From an optimization exercise on the open Yosys and OpenROAD flow, aimed at small area, a short achievable clock period and few clock cycles per item; shortcuts taken in it are not production practice.
Function was checked by simulation only, so behaviour that the tests miss may differ from the original.
Power is estimated from default activity; no workload was simulated.

==> flow/design.v <==
module act_lut_pipe #(
  parameter int ADDR_W = 8,
  parameter int DATA_W = 16,
  parameter int FRAC_W = 12
) (
  input  logic              clk,
  input  logic              rst_n,
  input  logic              load_start_i,
  input  logic              load_valid_i,
  input  logic [DATA_W-1:0] load_data_i,
  output logic              load_done_o,
  input  logic              in_valid_i,
  output logic              in_ready_o,
  input  logic [ADDR_W-1:0] in_addr_i,
  output logic              out_valid_o,
  input  logic              out_ready_i,
  output logic [DATA_W-1:0] out_data_o
);
  localparam int TD    = 1 << ADDR_W;     
  localparam int SP_W  = 3;
  localparam int SP    = 1 << SP_W;       
  localparam int NINS  = TD / SP;         
  localparam int LO_W  = 6;               
  localparam int NLO   = 1 << LO_W;
  localparam int NHI   = TD / NLO;        
  localparam int NBUF  = 5;               
  if (FRAC_W >= DATA_W) begin : g_bad_frac
    $error("act_lut_pipe: FRAC_W must be smaller than DATA_W");
  end
  typedef enum logic [1:0] {S_EMPTY, S_LOAD, S_RUN, S_DRAIN} state_t;
  state_t             state_q;
  logic [ADDR_W-1:0]  wptr_q;
  logic               load_done_q;
  logic [ADDR_W-1:0]  rot_q;              
  logic [ADDR_W-1:0]  ins_q;              
  logic [2:0]         cnt_q;              
  logic               rdy_q;
  logic               wr_en, restart, accept, take;
  logic [2:0]         cnt_d;
  state_t             state_d;
  logic [DATA_W-1:0]  dl_q [SP];
  logic [SP-1:0]      dlv_q, dlv_d;
  logic               ins_now;
  logic [DATA_W-1:0]  ins_data;
  logic [ADDR_W-1:0]  ins_d;
  assign wr_en   = (state_q == S_LOAD) & load_valid_i & ~load_start_i;
  assign restart = ((state_q == S_EMPTY) | (state_q == S_LOAD)) & load_start_i
                 | (state_q == S_DRAIN) & (cnt_q == '0);
  assign accept  = in_valid_i & rdy_q;
  assign take    = out_valid_o & out_ready_i;
  assign cnt_d   = cnt_q + {2'b0, accept} - {2'b0, take};
  always_comb begin
    state_d = state_q;
    case (state_q)
      S_EMPTY: if (load_start_i) state_d = S_LOAD;
      S_LOAD:  if (wr_en && (&wptr_q)) state_d = S_RUN;
      S_RUN:   if (load_start_i) state_d = S_DRAIN;
      S_DRAIN: if (cnt_q == '0) state_d = S_LOAD;
      default: state_d = S_EMPTY;
    endcase
  end
  logic [SP-1:0]   old_q, old_d;
  logic [NINS-1:0] isel_q, isel_d;
  logic            ins_now_q, ins_now_d;
  logic [ADDR_W-1:0] insm_q, insm_d;      
  assign ins_now = ins_now_q;
  always_comb begin
    ins_data = '0;
    for (int m = 0; m < SP; m++)
      ins_data = ins_data | ({DATA_W{old_q[m]}} & dl_q[m]);
  end
  always_comb begin
    dlv_d = '0;
    if (!restart) begin
      dlv_d[0] = wr_en;
      for (int m = 1; m < SP; m++)
        dlv_d[m] = dlv_q[m-1] & ~(ins_now & old_q[m-1]);
    end
  end
  assign ins_d  = restart ? ADDR_W'(1) : (ins_now ? ins_q : insm_q);
  assign insm_d = restart ? ADDR_W'(0) : (ins_now ? insm_q : insm_q - 1'b1);
  always_comb begin
    old_d = '0;
    for (int m = SP - 1; m >= 0; m--)
      if (dlv_d[m] && old_d == '0) old_d[m] = 1'b1;
  end
  assign ins_now_d = (|dlv_d) & (ins_d[SP_W-1:0] == '0);
  always_comb
    for (int k = 0; k < NINS; k++)
      isel_d[k] = ins_now_d & (ins_d[ADDR_W-1:SP_W] == k);
  logic pend_d;
  assign pend_d = (|dlv_d[SP-1:1]) | (dlv_d[0] & ~ins_now_d);
  always_ff @(posedge clk or negedge rst_n) begin
    if (!rst_n) begin
      state_q     <= S_EMPTY;
      wptr_q      <= '0;
      load_done_q <= 1'b0;
      rot_q       <= '0;
      ins_q       <= '0;
      cnt_q       <= '0;
      rdy_q       <= 1'b0;
      dlv_q       <= '0;
      isel_q      <= '0;
      ins_now_q   <= 1'b0;
      insm_q      <= '0;
    end else begin
      state_q     <= state_d;
      load_done_q <= (state_q == S_LOAD) & wr_en & (&wptr_q);
      if (restart)    wptr_q <= '0;
      else if (wr_en) wptr_q <= wptr_q + 1'b1;
      rot_q       <= restart ? ADDR_W'(1) : rot_q - 1'b1;
      ins_q       <= ins_d;
      cnt_q       <= cnt_d;
      rdy_q       <= (state_d == S_RUN) & ~pend_d & (cnt_d < 3'(NBUF));
      dlv_q       <= dlv_d;
      isel_q      <= isel_d;
      ins_now_q   <= ins_now_d;
      insm_q      <= insm_d;
    end
  end
  always_ff @(posedge clk) begin
    old_q   <= old_d;
    dl_q[0] <= load_data_i;
    for (int m = 1; m < SP; m++) dl_q[m] <= dl_q[m-1];
  end
  logic [TD-1:0][DATA_W-1:0] ring_q;
  logic [TD-1:0][DATA_W-1:0] ring_d;
  always_comb begin
    ring_d = {ring_q[0], ring_q[TD-1:1]};
    for (int k = 0; k < NINS; k++)
      if (isel_q[k]) ring_d[k*SP] = ins_data;
  end
  always_ff @(posedge clk) ring_q <= ring_d;
  logic              v1_q, v2_q, v3_q;
  logic [ADDR_W-1:0] pos1_q;
  logic [NLO-1:0]    oh2_q;               
  logic [1:0]        hi2_q, hi3_q;
  logic [DATA_W-1:0] m3_q [NHI];
  logic [DATA_W-1:0] m2_d [NHI];
  logic [DATA_W-1:0] res;
  always_ff @(posedge clk or negedge rst_n) begin
    if (!rst_n) begin
      v1_q <= 1'b0;
      v2_q <= 1'b0;
      v3_q <= 1'b0;
    end else begin
      v1_q <= accept;
      v2_q <= v1_q;
      v3_q <= v2_q;
    end
  end
  always_ff @(posedge clk) begin
    pos1_q <= in_addr_i + rot_q - 1'b1;
    for (int k = 0; k < NLO; k++) oh2_q[k] <= (pos1_q[LO_W-1:0] == k);
    hi2_q <= pos1_q[ADDR_W-1:LO_W];
    hi3_q <= hi2_q;
    for (int j = 0; j < NHI; j++) m3_q[j] <= m2_d[j];
  end
  always_comb begin
    for (int j = 0; j < NHI; j++) begin
      m2_d[j] = '0;
      for (int k = 0; k < NLO; k++)
        m2_d[j] = m2_d[j] | ({DATA_W{oh2_q[k]}} & ring_q[j*NLO + k]);
    end
  end
  assign res = m3_q[hi3_q];
  logic              out_valid_q;
  logic [DATA_W-1:0] out_q;
  logic [DATA_W-1:0] fifo_q [NBUF];
  logic [2:0]        frd_q, fwr_q, frd_d;
  logic [2:0]        fn_q, fn_left;
  assign frd_d   = (take && frd_q == 3'(NBUF - 1)) ? '0 : frd_q + {2'b0, take};
  assign fn_left = fn_q - {2'b0, take};
  always_ff @(posedge clk or negedge rst_n) begin
    if (!rst_n) begin
      out_valid_q <= 1'b0;
      frd_q       <= '0;
      fwr_q       <= '0;
      fn_q        <= '0;
    end else begin
      out_valid_q <= (fn_left != '0) | v3_q;
      frd_q       <= frd_d;
      if (v3_q) fwr_q <= (fwr_q == 3'(NBUF - 1)) ? '0 : fwr_q + 1'b1;
      fn_q        <= fn_left + {2'b0, v3_q};
    end
  end
  always_ff @(posedge clk) begin
    out_q <= (fn_left == '0) ? res : fifo_q[frd_d];
    if (v3_q) fifo_q[fwr_q] <= res;
  end
  assign load_done_o = load_done_q;
  assign in_ready_o  = rdy_q;
  assign out_valid_o = out_valid_q;
  assign out_data_o  = out_q;
endmodule
==> flow/config.mk <==
export PLATFORM = sky130hd
export DESIGN_NAME = act_lut_pipe
export DESIGN_NICKNAME = act_lut_pipe
export VERILOG_FILES = /design/flow/design.v
export SDC_FILE = /design/flow/constraint.sdc
export NUM_CORES = 4
export LEC_CHECK = 0
export CAP_MARGIN = 20
export CORE_MARGIN = 2
export CORE_UTILIZATION = 50
export CTS_CLUSTER_DIAMETER = 100
export CTS_CLUSTER_SIZE = 30
export SETUP_SLACK_MARGIN = 2.7
export SLEW_MARGIN = 20
export SYNTH_MEMORY_MAX_BITS = 8192
==> flow/constraint.sdc <==
create_clock -name core_clock -period 5.0 [get_ports {clk}]
set_input_delay 1.0000 -clock core_clock [delete_from_list [all_inputs] [get_ports {clk}]]
set_output_delay 1.0000 -clock core_clock [all_outputs]
set_load 0.01 [all_outputs]
run.sh (not shown) runs the stock make flow with config.mk's settings and CLKGATE_MAP_FILE= SYNTH_SCRIPT=/design/flow/synth_recipe.tcl, a recipe that flattens the netlist after the stock synthesis.
Testbench counts at the start, summed over its fixed seeds: cycles 18,472, items 16,384.
Change:
--- a/flow/design.v
+++ b/flow/design.v
@@ -35,4 +35,5 @@
   logic [ADDR_W-1:0]  ins_q;              
   logic [2:0]         cnt_q;              
+  logic [2:0]         fn_q;               
   logic               rdy_q;
   logic               wr_en, restart, accept, take;
@@ -48,5 +49,5 @@
                  | (state_q == S_DRAIN) & (cnt_q == '0);
   assign accept  = in_valid_i & rdy_q;
-  assign take    = out_valid_o & out_ready_i;
+  assign take    = (fn_q != '0) & out_ready_i;    
   assign cnt_d   = cnt_q + {2'b0, accept} - {2'b0, take};
   always_comb begin
@@ -61,5 +62,5 @@
   end
   logic [SP-1:0]   old_q, old_d;
-  logic [NINS-1:0] isel_q, isel_d;
+  logic [ADDR_W-SP_W-1:0] iidx_q;         
   logic            ins_now_q, ins_now_d;
   logic [ADDR_W-1:0] insm_q, insm_d;      
@@ -86,7 +87,4 @@
   end
   assign ins_now_d = (|dlv_d) & (ins_d[SP_W-1:0] == '0);
-  always_comb
-    for (int k = 0; k < NINS; k++)
-      isel_d[k] = ins_now_d & (ins_d[ADDR_W-1:SP_W] == k);
   logic pend_d;
   assign pend_d = (|dlv_d[SP-1:1]) | (dlv_d[0] & ~ins_now_d);
@@ -101,5 +99,4 @@
       rdy_q       <= 1'b0;
       dlv_q       <= '0;
-      isel_q      <= '0;
       ins_now_q   <= 1'b0;
       insm_q      <= '0;
@@ -114,5 +111,4 @@
       rdy_q       <= (state_d == S_RUN) & ~pend_d & (cnt_d < 3'(NBUF));
       dlv_q       <= dlv_d;
-      isel_q      <= isel_d;
       ins_now_q   <= ins_now_d;
       insm_q      <= insm_d;
@@ -121,4 +117,5 @@
   always_ff @(posedge clk) begin
     old_q   <= old_d;
+    iidx_q  <= ins_d[ADDR_W-1:SP_W];
     dl_q[0] <= load_data_i;
     for (int m = 1; m < SP; m++) dl_q[m] <= dl_q[m-1];
@@ -129,5 +126,5 @@
     ring_d = {ring_q[0], ring_q[TD-1:1]};
     for (int k = 0; k < NINS; k++)
-      if (isel_q[k]) ring_d[k*SP] = ins_data;
+      if (ins_now_q && iidx_q == k) ring_d[k*SP] = ins_data;
   end
   always_ff @(posedge clk) ring_q <= ring_d;
@@ -169,5 +166,5 @@
   logic [DATA_W-1:0] fifo_q [NBUF];
   logic [2:0]        frd_q, fwr_q, frd_d;
-  logic [2:0]        fn_q, fn_left;
+  logic [2:0]        fn_left;
   assign frd_d   = (take && frd_q == 3'(NBUF - 1)) ? '0 : frd_q + {2'b0, take};
   assign fn_left = fn_q - {2'b0, take};
Outcome:
- sequential power shrinks by about 8%
- hold slack gets worse by 100 ps
- cell area hardly moves
- setup slack stays flat
- register-to-register slack stays flat
- via count drops by 0.49%
- sequential share of layout area goes down by 0.59 points
- clock power hardly moves
Testbench counts after the change, summed over its fixed seeds: cycles 18,472, items 16,384.

separate check: timing with driven ports:
How much do the figures lean on ideal ports? The routed layouts below were timed once more, with nothing changed but the port constraints.
Step 1 (the two cells are an assumption about what drives the block):
set clk [get_ports {clk}]
set_driving_cell -lib_cell sky130_fd_sc_hd__clkbuf_16 $clk
set_driving_cell -lib_cell sky130_fd_sc_hd__buf_2 [delete_from_list [all_inputs] $clk]
Step 2 times the ports against the registers' clock, not the clock port: input delays grow and output delays shrink by t, the midpoint of the rising clock arrivals with the driver on.
Three values: ideal, step 1, step 2; two values: the first two.
run | t (ns) | setup WS [ns] | hold slack, ns | clock arrival spread, ns | worst data-port slew with drivers (ns) | cell pins on the clock port's net
the first run | 0.986 | 2.552 / 2.456 / 1.894 | 0.162 / 0.092 / 0.309 | 0.063 / 0.064 | 0.04 | 1
the second run | 0.992 | 2.555 / 2.455 / 1.829 | 0.061 / -0.018 / 0.322 | 0.048 / 0.049 | 0.05 | 1
After both steps every run listed still meets setup and hold. The setup slack of the second run, which loses most, moves by -0.100 ns with the drivers and by -0.726 ns with both steps.
